What follows belongs to an exercise in optimizing a design on an open flow for small area, a short achievable clock period and few clock cycles per item; a production flow would make more cautious choices.
The RTL was checked by simulation tests, not by an equivalence proof against the original design.
Power and IR drop assume default switching activity.

[design.v]
package fft_pkg;
    localparam int unsigned MAX_IDX_W = 16;
endpackage
module fft_bfly2 #(
    parameter int unsigned DW = 16
) (
    input  logic [2*DW-1:0]     a,
    input  logic [2*DW-1:0]     b,
    output logic [2*(DW+1)-1:0] y0_c,
    output logic [2*(DW+1)-1:0] y1_c
);
    logic signed [DW:0] ar, ai, br, bi;
    assign ar = {a[2*DW-1], a[2*DW-1:DW]};
    assign ai = {a[DW-1],   a[DW-1:0]};
    assign br = {b[2*DW-1], b[2*DW-1:DW]};
    assign bi = {b[DW-1],   b[DW-1:0]};
    assign y0_c = {ar + br, ai + bi};
    assign y1_c = {ar - br, ai - bi};
endmodule
module fft_stage_engine #(
    parameter int unsigned N_PTS  = 32,
    parameter int unsigned N_BFLY = 4,
    parameter int unsigned DW     = 16
) (
    input  logic                 clk,
    input  logic                 reset,
    input  logic                 in_valid,
    output logic                 in_ready,
    input  logic [2*DW-1:0]      in_data,
    output logic                 out_valid,
    input  logic                 out_ready,
    output logic [2*(DW+1)-1:0]  out_data,
    output logic                 out_last,
    output logic                 busy,
    output logic                 done
);
    localparam int unsigned NS = 24;    
    localparam int unsigned AW = 5;    
    localparam int unsigned FW = 3;    
    localparam int unsigned NP = 6;    
    localparam int unsigned OW = 2 * (DW + 1);
    function automatic logic [4:0] wslot(input logic [2:0] f, input logic [4:0] s);
        case ({f, s})
            8'd0: wslot = 5'd0;
            8'd1: wslot = 5'd1;
            8'd2: wslot = 5'd2;
            8'd3: wslot = 5'd3;
            8'd4: wslot = 5'd4;
            8'd5: wslot = 5'd5;
            8'd6: wslot = 5'd6;
            8'd7: wslot = 5'd7;
            8'd8: wslot = 5'd8;
            8'd9: wslot = 5'd9;
            8'd10: wslot = 5'd10;
            8'd11: wslot = 5'd11;
            8'd12: wslot = 5'd12;
            8'd13: wslot = 5'd13;
            8'd14: wslot = 5'd14;
            8'd15: wslot = 5'd15;
            8'd16: wslot = 5'd16;
            8'd17: wslot = 5'd17;
            8'd18: wslot = 5'd18;
            8'd19: wslot = 5'd19;
            8'd20: wslot = 5'd20;
            8'd21: wslot = 5'd21;
            8'd22: wslot = 5'd22;
            8'd23: wslot = 5'd23;
            8'd24: wslot = 5'd0;
            8'd25: wslot = 5'd16;
            8'd26: wslot = 5'd8;
            8'd27: wslot = 5'd0;
            8'd28: wslot = 5'd4;
            8'd29: wslot = 5'd20;
            8'd30: wslot = 5'd12;
            8'd31: wslot = 5'd4;
            8'd32: wslot = 5'd2;
            8'd33: wslot = 5'd18;
            8'd34: wslot = 5'd10;
            8'd35: wslot = 5'd8;
            8'd36: wslot = 5'd6;
            8'd37: wslot = 5'd22;
            8'd38: wslot = 5'd14;
            8'd39: wslot = 5'd12;
            8'd40: wslot = 5'd1;
            8'd41: wslot = 5'd17;
            8'd42: wslot = 5'd9;
            8'd43: wslot = 5'd16;
            8'd44: wslot = 5'd5;
            8'd45: wslot = 5'd21;
            8'd46: wslot = 5'd13;
            8'd47: wslot = 5'd20;
            8'd48: wslot = 5'd3;
            8'd49: wslot = 5'd19;
            8'd50: wslot = 5'd11;
            8'd51: wslot = 5'd0;
            8'd52: wslot = 5'd7;
            8'd53: wslot = 5'd23;
            8'd54: wslot = 5'd15;
            8'd55: wslot = 5'd4;
            8'd56: wslot = 5'd2;
            8'd57: wslot = 5'd3;
            8'd58: wslot = 5'd1;
            8'd59: wslot = 5'd2;
            8'd60: wslot = 5'd6;
            8'd61: wslot = 5'd7;
            8'd62: wslot = 5'd5;
            8'd63: wslot = 5'd6;
            8'd64: wslot = 5'd10;
            8'd65: wslot = 5'd11;
            8'd66: wslot = 5'd9;
            8'd67: wslot = 5'd1;
            8'd68: wslot = 5'd14;
            8'd69: wslot = 5'd15;
            8'd70: wslot = 5'd13;
            8'd71: wslot = 5'd5;
            8'd72: wslot = 5'd18;
            8'd73: wslot = 5'd19;
            8'd74: wslot = 5'd17;
            8'd75: wslot = 5'd3;
            8'd76: wslot = 5'd22;
            8'd77: wslot = 5'd23;
            8'd78: wslot = 5'd21;
            8'd79: wslot = 5'd7;
            8'd80: wslot = 5'd8;
            8'd81: wslot = 5'd0;
            8'd82: wslot = 5'd16;
            8'd83: wslot = 5'd2;
            8'd84: wslot = 5'd12;
            8'd85: wslot = 5'd4;
            8'd86: wslot = 5'd20;
            8'd87: wslot = 5'd6;
            8'd88: wslot = 5'd10;
            8'd89: wslot = 5'd8;
            8'd90: wslot = 5'd18;
            8'd91: wslot = 5'd10;
            8'd92: wslot = 5'd14;
            8'd93: wslot = 5'd12;
            8'd94: wslot = 5'd22;
            8'd95: wslot = 5'd14;
            8'd96: wslot = 5'd9;
            8'd97: wslot = 5'd16;
            8'd98: wslot = 5'd17;
            8'd99: wslot = 5'd18;
            8'd100: wslot = 5'd13;
            8'd101: wslot = 5'd20;
            8'd102: wslot = 5'd21;
            8'd103: wslot = 5'd22;
            8'd104: wslot = 5'd11;
            8'd105: wslot = 5'd0;
            8'd106: wslot = 5'd19;
            8'd107: wslot = 5'd8;
            8'd108: wslot = 5'd15;
            8'd109: wslot = 5'd4;
            8'd110: wslot = 5'd23;
            8'd111: wslot = 5'd12;
            8'd112: wslot = 5'd1;
            8'd113: wslot = 5'd2;
            8'd114: wslot = 5'd3;
            8'd115: wslot = 5'd10;
            8'd116: wslot = 5'd5;
            8'd117: wslot = 5'd6;
            8'd118: wslot = 5'd7;
            8'd119: wslot = 5'd14;
            8'd120: wslot = 5'd9;
            8'd121: wslot = 5'd1;
            8'd122: wslot = 5'd11;
            8'd123: wslot = 5'd9;
            8'd124: wslot = 5'd13;
            8'd125: wslot = 5'd5;
            8'd126: wslot = 5'd15;
            8'd127: wslot = 5'd13;
            8'd128: wslot = 5'd17;
            8'd129: wslot = 5'd3;
            8'd130: wslot = 5'd19;
            8'd131: wslot = 5'd11;
            8'd132: wslot = 5'd21;
            8'd133: wslot = 5'd7;
            8'd134: wslot = 5'd23;
            8'd135: wslot = 5'd15;
            8'd136: wslot = 5'd16;
            8'd137: wslot = 5'd2;
            8'd138: wslot = 5'd0;
            8'd139: wslot = 5'd1;
            8'd140: wslot = 5'd20;
            8'd141: wslot = 5'd6;
            8'd142: wslot = 5'd4;
            8'd143: wslot = 5'd5;
            8'd144: wslot = 5'd18;
            8'd145: wslot = 5'd10;
            8'd146: wslot = 5'd8;
            8'd147: wslot = 5'd9;
            8'd148: wslot = 5'd22;
            8'd149: wslot = 5'd14;
            8'd150: wslot = 5'd12;
            8'd151: wslot = 5'd13;
            8'd152: wslot = 5'd17;
            8'd153: wslot = 5'd18;
            8'd154: wslot = 5'd16;
            8'd155: wslot = 5'd17;
            8'd156: wslot = 5'd21;
            8'd157: wslot = 5'd22;
            8'd158: wslot = 5'd20;
            8'd159: wslot = 5'd21;
            8'd160: wslot = 5'd19;
            8'd161: wslot = 5'd8;
            8'd162: wslot = 5'd0;
            8'd163: wslot = 5'd16;
            8'd164: wslot = 5'd23;
            8'd165: wslot = 5'd12;
            8'd166: wslot = 5'd4;
            8'd167: wslot = 5'd20;
            8'd168: wslot = 5'd3;
            8'd169: wslot = 5'd10;
            8'd170: wslot = 5'd2;
            8'd171: wslot = 5'd18;
            8'd172: wslot = 5'd7;
            8'd173: wslot = 5'd14;
            8'd174: wslot = 5'd6;
            8'd175: wslot = 5'd22;
            8'd176: wslot = 5'd11;
            8'd177: wslot = 5'd9;
            8'd178: wslot = 5'd1;
            8'd179: wslot = 5'd17;
            8'd180: wslot = 5'd15;
            8'd181: wslot = 5'd13;
            8'd182: wslot = 5'd5;
            8'd183: wslot = 5'd21;
            8'd184: wslot = 5'd19;
            8'd185: wslot = 5'd11;
            8'd186: wslot = 5'd3;
            8'd187: wslot = 5'd19;
            8'd188: wslot = 5'd23;
            8'd189: wslot = 5'd15;
            8'd190: wslot = 5'd7;
            8'd191: wslot = 5'd23;
            default: wslot = 5'd0;
        endcase
    endfunction
    function automatic logic [4:0] rslot(input logic [2:0] f, input logic [4:0] s);
        case ({f, s})
            8'd0: rslot = 5'd0;
            8'd1: rslot = 5'd16;
            8'd2: rslot = 5'd8;
            8'd3: rslot = 5'd0;
            8'd4: rslot = 5'd4;
            8'd5: rslot = 5'd20;
            8'd6: rslot = 5'd12;
            8'd7: rslot = 5'd4;
            8'd8: rslot = 5'd2;
            8'd9: rslot = 5'd18;
            8'd10: rslot = 5'd10;
            8'd11: rslot = 5'd8;
            8'd12: rslot = 5'd6;
            8'd13: rslot = 5'd22;
            8'd14: rslot = 5'd14;
            8'd15: rslot = 5'd12;
            8'd16: rslot = 5'd1;
            8'd17: rslot = 5'd17;
            8'd18: rslot = 5'd9;
            8'd19: rslot = 5'd16;
            8'd20: rslot = 5'd5;
            8'd21: rslot = 5'd21;
            8'd22: rslot = 5'd13;
            8'd23: rslot = 5'd20;
            8'd24: rslot = 5'd3;
            8'd25: rslot = 5'd19;
            8'd26: rslot = 5'd11;
            8'd27: rslot = 5'd0;
            8'd28: rslot = 5'd7;
            8'd29: rslot = 5'd23;
            8'd30: rslot = 5'd15;
            8'd31: rslot = 5'd4;
            8'd32: rslot = 5'd2;
            8'd33: rslot = 5'd3;
            8'd34: rslot = 5'd1;
            8'd35: rslot = 5'd2;
            8'd36: rslot = 5'd6;
            8'd37: rslot = 5'd7;
            8'd38: rslot = 5'd5;
            8'd39: rslot = 5'd6;
            8'd40: rslot = 5'd10;
            8'd41: rslot = 5'd11;
            8'd42: rslot = 5'd9;
            8'd43: rslot = 5'd1;
            8'd44: rslot = 5'd14;
            8'd45: rslot = 5'd15;
            8'd46: rslot = 5'd13;
            8'd47: rslot = 5'd5;
            8'd48: rslot = 5'd18;
            8'd49: rslot = 5'd19;
            8'd50: rslot = 5'd17;
            8'd51: rslot = 5'd3;
            8'd52: rslot = 5'd22;
            8'd53: rslot = 5'd23;
            8'd54: rslot = 5'd21;
            8'd55: rslot = 5'd7;
            8'd56: rslot = 5'd8;
            8'd57: rslot = 5'd0;
            8'd58: rslot = 5'd16;
            8'd59: rslot = 5'd2;
            8'd60: rslot = 5'd12;
            8'd61: rslot = 5'd4;
            8'd62: rslot = 5'd20;
            8'd63: rslot = 5'd6;
            8'd64: rslot = 5'd10;
            8'd65: rslot = 5'd8;
            8'd66: rslot = 5'd18;
            8'd67: rslot = 5'd10;
            8'd68: rslot = 5'd14;
            8'd69: rslot = 5'd12;
            8'd70: rslot = 5'd22;
            8'd71: rslot = 5'd14;
            8'd72: rslot = 5'd9;
            8'd73: rslot = 5'd16;
            8'd74: rslot = 5'd17;
            8'd75: rslot = 5'd18;
            8'd76: rslot = 5'd13;
            8'd77: rslot = 5'd20;
            8'd78: rslot = 5'd21;
            8'd79: rslot = 5'd22;
            8'd80: rslot = 5'd11;
            8'd81: rslot = 5'd0;
            8'd82: rslot = 5'd19;
            8'd83: rslot = 5'd8;
            8'd84: rslot = 5'd15;
            8'd85: rslot = 5'd4;
            8'd86: rslot = 5'd23;
            8'd87: rslot = 5'd12;
            8'd88: rslot = 5'd1;
            8'd89: rslot = 5'd2;
            8'd90: rslot = 5'd3;
            8'd91: rslot = 5'd10;
            8'd92: rslot = 5'd5;
            8'd93: rslot = 5'd6;
            8'd94: rslot = 5'd7;
            8'd95: rslot = 5'd14;
            8'd96: rslot = 5'd9;
            8'd97: rslot = 5'd1;
            8'd98: rslot = 5'd11;
            8'd99: rslot = 5'd9;
            8'd100: rslot = 5'd13;
            8'd101: rslot = 5'd5;
            8'd102: rslot = 5'd15;
            8'd103: rslot = 5'd13;
            8'd104: rslot = 5'd17;
            8'd105: rslot = 5'd3;
            8'd106: rslot = 5'd19;
            8'd107: rslot = 5'd11;
            8'd108: rslot = 5'd21;
            8'd109: rslot = 5'd7;
            8'd110: rslot = 5'd23;
            8'd111: rslot = 5'd15;
            8'd112: rslot = 5'd16;
            8'd113: rslot = 5'd2;
            8'd114: rslot = 5'd0;
            8'd115: rslot = 5'd1;
            8'd116: rslot = 5'd20;
            8'd117: rslot = 5'd6;
            8'd118: rslot = 5'd4;
            8'd119: rslot = 5'd5;
            8'd120: rslot = 5'd18;
            8'd121: rslot = 5'd10;
            8'd122: rslot = 5'd8;
            8'd123: rslot = 5'd9;
            8'd124: rslot = 5'd22;
            8'd125: rslot = 5'd14;
            8'd126: rslot = 5'd12;
            8'd127: rslot = 5'd13;
            8'd128: rslot = 5'd17;
            8'd129: rslot = 5'd18;
            8'd130: rslot = 5'd16;
            8'd131: rslot = 5'd17;
            8'd132: rslot = 5'd21;
            8'd133: rslot = 5'd22;
            8'd134: rslot = 5'd20;
            8'd135: rslot = 5'd21;
            8'd136: rslot = 5'd19;
            8'd137: rslot = 5'd8;
            8'd138: rslot = 5'd0;
            8'd139: rslot = 5'd16;
            8'd140: rslot = 5'd23;
            8'd141: rslot = 5'd12;
            8'd142: rslot = 5'd4;
            8'd143: rslot = 5'd20;
            8'd144: rslot = 5'd3;
            8'd145: rslot = 5'd10;
            8'd146: rslot = 5'd2;
            8'd147: rslot = 5'd18;
            8'd148: rslot = 5'd7;
            8'd149: rslot = 5'd14;
            8'd150: rslot = 5'd6;
            8'd151: rslot = 5'd22;
            8'd152: rslot = 5'd11;
            8'd153: rslot = 5'd9;
            8'd154: rslot = 5'd1;
            8'd155: rslot = 5'd17;
            8'd156: rslot = 5'd15;
            8'd157: rslot = 5'd13;
            8'd158: rslot = 5'd5;
            8'd159: rslot = 5'd21;
            8'd160: rslot = 5'd19;
            8'd161: rslot = 5'd11;
            8'd162: rslot = 5'd3;
            8'd163: rslot = 5'd19;
            8'd164: rslot = 5'd23;
            8'd165: rslot = 5'd15;
            8'd166: rslot = 5'd7;
            8'd167: rslot = 5'd23;
            8'd168: rslot = 5'd0;
            8'd169: rslot = 5'd1;
            8'd170: rslot = 5'd2;
            8'd171: rslot = 5'd3;
            8'd172: rslot = 5'd4;
            8'd173: rslot = 5'd5;
            8'd174: rslot = 5'd6;
            8'd175: rslot = 5'd7;
            8'd176: rslot = 5'd8;
            8'd177: rslot = 5'd9;
            8'd178: rslot = 5'd10;
            8'd179: rslot = 5'd11;
            8'd180: rslot = 5'd12;
            8'd181: rslot = 5'd13;
            8'd182: rslot = 5'd14;
            8'd183: rslot = 5'd15;
            8'd184: rslot = 5'd16;
            8'd185: rslot = 5'd17;
            8'd186: rslot = 5'd18;
            8'd187: rslot = 5'd19;
            8'd188: rslot = 5'd20;
            8'd189: rslot = 5'd21;
            8'd190: rslot = 5'd22;
            8'd191: rslot = 5'd23;
            default: rslot = 5'd0;
        endcase
    endfunction
    function automatic logic avail(input logic [4:0] s, input logic [4:0] d);
        case (s)
            5'd0: avail = (d >= 5'd1);
            5'd1: avail = (d >= 5'd16);
            5'd2: avail = (d >= 5'd7);
            5'd3: avail = (d >= 5'd22);
            5'd4: avail = (d >= 5'd1);
            5'd5: avail = (d >= 5'd16);
            5'd6: avail = (d >= 5'd7);
            5'd7: avail = (d >= 5'd22);
            5'd8: avail = 1'b1;
            5'd9: avail = (d >= 5'd10);
            5'd10: avail = (d >= 5'd1);
            5'd11: avail = (d >= 5'd16);
            5'd12: avail = 1'b1;
            5'd13: avail = (d >= 5'd10);
            5'd14: avail = (d >= 5'd1);
            5'd15: avail = (d >= 5'd16);
            5'd16: avail = 1'b1;
            5'd17: avail = (d >= 5'd1);
            5'd18: avail = 1'b1;
            5'd19: avail = (d >= 5'd7);
            5'd20: avail = 1'b1;
            5'd21: avail = (d >= 5'd1);
            5'd22: avail = 1'b1;
            5'd23: avail = (d >= 5'd7);
            5'd24: avail = 1'b1;
            5'd25: avail = 1'b1;
            5'd26: avail = 1'b1;
            5'd27: avail = (d >= 5'd1);
            5'd28: avail = 1'b1;
            5'd29: avail = 1'b1;
            5'd30: avail = 1'b1;
            5'd31: avail = (d >= 5'd1);
            default: avail = 1'b1;
        endcase
    endfunction
    logic [FW-1:0] wf, wf_n;
    logic [4:0]    ws, ws_n;
    logic [AW-1:0] waddr;
    logic [FW-1:0] rf, rf_n;
    logic [4:0]    rs, rs_n;
    logic [AW-1:0] raddr;
    logic [5-1:0]    d, d_n;
    logic [1:0]    nfr, nfr_n;
    logic [2*DW-1:0] mem [NS];
    logic          wr_fire, rd_fire, pair_fire, out_load, out_fire;
    logic          pv, pl;             
    logic [2*DW-1:0] ra, rb;
    logic          dv, dl;             
    logic [OW-1:0] dh;
    logic [OW-1:0] y0_c, y1_c;
    assign wf_n = (ws == 5'd31) ? ((wf == FW'(NP - 1)) ? '0 : wf + 1'b1) : wf;
    assign ws_n = ws + 1'b1;
    assign rf_n = (rs == 5'd31) ? ((rf == FW'(NP - 1)) ? '0 : rf + 1'b1) : rf;
    assign rs_n = rs + 1'b1;
    assign wr_fire   = in_valid && in_ready;
    assign out_load  = !out_valid || out_ready;
    assign out_fire  = out_valid && out_ready;
    assign pair_fire = pv && out_load && !dv;
    assign rd_fire   = avail(rs, d) && (!pv || pair_fire);
    always_comb begin
        d_n = d;
        if (wr_fire && !rd_fire) d_n = d + 1'b1;
        if (!wr_fire && rd_fire) d_n = d - 1'b1;
        nfr_n = nfr;
        if ((wr_fire && ws == 5'd31) && !(out_fire && out_last)) nfr_n = nfr + 1'b1;
        if (!(wr_fire && ws == 5'd31) && (out_fire && out_last)) nfr_n = nfr - 1'b1;
    end
    always_ff @(posedge clk) begin
        if (reset) begin
            wf        <= '0;
            ws        <= '0;
            waddr     <= wslot('0, '0);
            rf        <= '0;
            rs        <= '0;
            raddr     <= rslot('0, '0);
            d         <= '0;
            nfr       <= '0;
            in_ready  <= 1'b1;
            pv        <= 1'b0;
            dv        <= 1'b0;
            out_valid <= 1'b0;
            busy      <= 1'b0;
            done      <= 1'b0;
        end else begin
            if (wr_fire) begin
                wf    <= wf_n;
                ws    <= ws_n;
                waddr <= wslot(wf_n, ws_n);
            end
            if (rd_fire) begin
                rf    <= rf_n;
                rs    <= rs_n;
                raddr <= rslot(rf_n, rs_n);
            end
            d        <= d_n;
            nfr      <= nfr_n;
            in_ready <= (d_n < 5'(NS));
            if (rd_fire && rs[0]) pv <= 1'b1;
            else if (pair_fire)   pv <= 1'b0;
            if (pair_fire)        dv <= 1'b1;
            else if (out_load)    dv <= 1'b0;
            if (out_load) out_valid <= dv || pair_fire;
            busy <= (nfr_n != 2'd0);
            done <= out_fire && out_last;
        end
    end
    fft_bfly2 #(.DW(DW)) u_bfly (
        .a    (ra),
        .b    (rb),
        .y0_c (y0_c),
        .y1_c (y1_c)
    );
    always_ff @(posedge clk) begin
        if (wr_fire) mem[waddr] <= in_data;
        if (rd_fire) begin
            if (rs[0]) begin
                rb <= mem[raddr];
                pl <= (rs == 5'd31);
            end else begin
                ra <= mem[raddr];
            end
        end
        if (pair_fire) begin
            dh <= y1_c;
            dl <= pl;
        end
        if (out_load) begin
            if (dv) begin
                out_data <= dh;
                out_last <= dl;
            end else begin
                out_data <= y0_c;
                out_last <= 1'b0;
            end
        end
    end
endmodule
[run.sh]
#!/bin/bash
# synth_recipe.tcl (not shown) runs the flow's synth.tcl, then flattens the netlist and writes it again
# the make line also repeats each setting of config.mk as NAME=value (left out here)
make -C /OpenROAD-flow-scripts/flow DESIGN_CONFIG=/design/flow/config.mk WORK_HOME=/design/flow/orfs CLKGATE_MAP_FILE= SYNTH_SCRIPT=/design/flow/synth_recipe.tcl finish
[config.mk]
export PLATFORM = sky130hd
export DESIGN_NAME = fft_stage_engine
export DESIGN_NICKNAME = fft_stage_engine
export VERILOG_FILES = /design/flow/design.v
export SDC_FILE = /design/flow/constraint.sdc
export NUM_CORES = 4
export LEC_CHECK = 0
export CAP_MARGIN = 20
export CORE_MARGIN = 2
export CORE_UTILIZATION = 40
export SLEW_MARGIN = 20
[constraint.sdc]
create_clock -name core_clock -period 5.5 [get_ports {clk}]
set_input_delay 1.1000 -clock core_clock [delete_from_list [all_inputs] [get_ports {clk}]]
set_output_delay 1.1000 -clock core_clock [all_outputs]
set_load 0.01 [all_outputs]
==> flow_summary.yaml <==
synthesis:
  synthesis.area_sq_um: 40200
  yosys_warnings: 1
  synth_enable_flop_cells: 903
  async_flop_share_pct: 0
  synth-main-ff-cell: "edfxtp_1"
  syn-num-nets: 2431
  yosysTopAreaCellShare_pct: 67.5
  syn_inst: 2303
  synth_top_area_cell: "edfxtp_1"
  synth_area_leaders: "edfxtp_1 67%, mux4_2 13%, ha_1 2.7%, dfxtp_1 1.9%, nor2_1 1.4%"
  seq_area_frac_synth_pct: 69.4
  yosys_register_bits: 942
  yosysUniqueCellTypes: 85
  syn_area_per_cell_sq_um: 17.4
power:
  share_comb_of_total_power_pct: 29.8
  power_mw: 22.3
  switching_power_mw: 6.83
  cellPowerDensity_nw_per_um2: 488
  sw_frac_of_total_pct: 30.6
  p_int_mw: 15.5
  seq_power_share_pct: 41.9
  power.leakage_nw: 14.5
  irDropWorstVdd_v: 0.000277
  clock_power_share_pct: 28.3
placement:
  gp_congestion: 0.835
  io_buffers: 74
  placed_cell_area_sq_um: 42500
  detailed_place_hpwl_mm: 56.2
clocking:
  clockRootBuffer: "clkbuf_16"
  postCtsSetupRepairBufs: 0
  cts_tree: "yes"
  cts_buffer_depth: 3
  cts_resized: 0
  cts_buffers: 96
  h-tree-depth: 3
  cts.sinks: 942
  cts_hold_buf: 0
  insertion_delay_ps: 650
  clk_pin_slew_worst_paths_ps: 60
sta:
  setup_tns_ps: 0
  setup_viol: 0
  max_freq_mhz: 238
  layout_min_cycle_time_ps: 4190
  rsz0062_at_grt: "false"
  maxSlewViolCount: 0
  fin_crit_sh_pct: 76.2
  whs_ps: 419
  skew_ps: 27.1
  hold_viol: 0
  relSlewSlack_pct: 28.2
  tightest_slew_ps: 1070
layout:
  syn2layout_area_growth_pct: 13.7
  final_nets: 2521
  finalInstanceArea_sq_um: 45700
  fin_util_pct: 45.7
  diodes: 0
  drive_gt1_share_pct: 19.6
floorplanning:
  die_area_sq_um: 103000
  die_y_um: 321
  die_w_um: 321
  io_pins: 75
  initial_core_util_pct: 40.2
  core_region_area_sq_um: 99900
  rows: 116
drt:
  vias_per_cell: 5.52
  wirelength_mm: 86.4
  drc: 0
  vias: 20806
  antenna_left: 0
  drt_pass1_iterations: 5
  detail_route.iter0.violations: 1827
  routedWlPerCell_um: 22.9
worst_setup_path:
  critPathCaptureType: "flip-flop"
  critPathArrivalTime_ps: 4720
  cp-start-kind: "flip-flop"
  crit_required_ps: 6030
  crit_type: "flip-flop to flip-flop"
  path_max_fanout: 15
global_route:
  grt_max_degree: 58
  track_usage_pct: 16.8
  antenna_found_initial: 1
  grt_pass1_wl_mm: 131
  gr-total-overflow: 0
  grt_pass1_vias: 20983
worst_hold_path:
  hold_path_class: "flip-flop to flip-flop"
job:
  cap_violations: 0
status:
  status: "no timing/DRC/antenna violations"
==> power by group through the flow <==
stage          logic (mW)  registers [mW]  clock network [mW]
6_report             6.64            9.33                6.30
4_1_cts              6.70            9.36                6.45
3_3_place_gp         6.58            9.49                   0
2_1_floorplan        4.79            9.34                   0
3_5_place_dp         6.67            9.51                   0
5_1_grt              7.33            9.42                6.72
==> stage by stage <==
| stage | worst slack, ps | std cells |
|---|---|---|
| global placement | 1350 | 3586 |
| global route | 1050 | 3767 |
| finish | 1310 | 3767 |
| detailed placement | 1270 | 3587 |
| floorplan | 1690 | 2303 |
| CTS | 1290 | 3761 |
==> synthesized netlist by cell type (27+ instances only) <==
master / number
edfxtp_1: 903
mux4_2: 225
nor2_1: 147
a21oi_1: 100
inv_1: 89
ha_1: 88
nand2_1: 85
clkbuf_1: 71
o21ai_0: 65
xnor2_1: 48
mux2i_1: 41
dfxtp_1: 39
buf_2: 28
nor3_1: 27
==> cells by family after synthesis <==
logic type / count (synthesis) / synth area share, %
buffers and inverters: 218 / 2.33
AOI/OAI and AO/OA: 346 / 5.79
adders and majority gates: 92 / 2.94
muxes: 274 / 13.9
DFF: 942 / 69.4
xor gates and xnor gates: 65 / 1.47
and+or+nand+nor: 366 / 4.18
==> worst paths after layout <==
| kind | from | endpoint | slack [ps] | cells after the start |
|---|---|---|---|---|
| setup / recovery | rs[1] | in_ready | 1310 | 16 |
| setup reg to reg | rs[1] | in_ready | 1310 | 16 |
| hold reg to reg | pl | dl | 420 | 0 |
| hold / removal | pl | dl | 420 | 0 |
==> sequential cells by signal, summed over array words and instances (netlist names), 5 cells and up <==
signal    cells
d             5
dh           34
mem         768
out_data     34
ra           32
raddr         5
rb           32
rs            5
waddr         5
ws            5
==> per-layer routing <==
metal | vias up | wire (um) | track usage, %
li1 | 9358 | - | -
met1 | 10708 | 39700 | 24.8
met2 | 622 | 40000 | 26.2
met3 | 118 | 5080 | 2.61
met4 | 0 | 1560 | 3.97
met5 | - | 0 | 0
==> placed cells by master, fill, tap and decap left out, types with 10 or more instances in the layout <==
cell type / instances
mux4_2: 225
nor2b_1: 18
o31ai_1: 10
a21oi_1: 100
nand2_1: 85
clkinv_1: 14
buf_12: 11
buf_4: 32
dfxtp_1: 33
nor2_4: 26
inv_1: 89
xor2_1: 14
clkdlybuf4s50_1: 70
nand2b_1: 11
ha_1: 88
clkbuf_16: 97
xnor2_1: 48
edfxtp_1: 903
a211oi_1: 20
a31oi_1: 16
clkbuf_1: 25
nor3_1: 27
o21a_1: 12
o21ai_0: 65
o21bai_1: 13
nand3_1: 17
or3_1: 14
nor4_1: 10
clkinv_2: 21
mux2i_1: 41
nor2_1: 121
==> final cells by class <==
type                       count  area [sq um]
clock buffer                 125          2560
clock inverter                49           479
fill                        8447         54200
inverter                      92           350
multi-input combinational   1143         11500
sequential                   942         27900
tap                         1298          1620
timing repair buffer         118          1210
==> worst max-delay path, cell delays in order, from the launching register on <==
cell	delay [ps]
dfxtp_1	560
ha_1	330
and3_1	220
ha_1	150
buf_4	200
nor2b_1	80
a32oi_2	250
nor2_1	80
o31a_1	320
o31a_4	460
inv_6	170
ha_1	180
nor2b_1	250
nand2_1	120
o32ai_1	280
xnor2_1	120
or3_1	310
Testbench counts, summed over its fixed seeds: cycles 6,344, frames 192.

[static timing again, ports no longer ideal]
Ports are ideal in the flow. The routed layout listed here was re-timed in OpenROAD.
Step 1: set_driving_cell puts a clkbuf_16 on clk and a buf_2 on each other input, an assumption about the parent block.
Step 2 moves the port delays by t, midway between the first and last clock arrival at a register: inputs arrive t later, outputs are due t later. That takes back most of the time a late clock gives input paths.
a / b / c = ideal / step 1 / step 2; a / b = the first two.
t, ns: 0.704
setup slack, ns: 1.307 / 1.307 / 1.307
worst setup path after step 2: register to register
worst slew at a driven data input, ns: 0.14
After both steps this run still meets setup and hold. For this run, drivers alone change the setup slack by 0.000 ns; drivers and shift together by 0.000 ns.
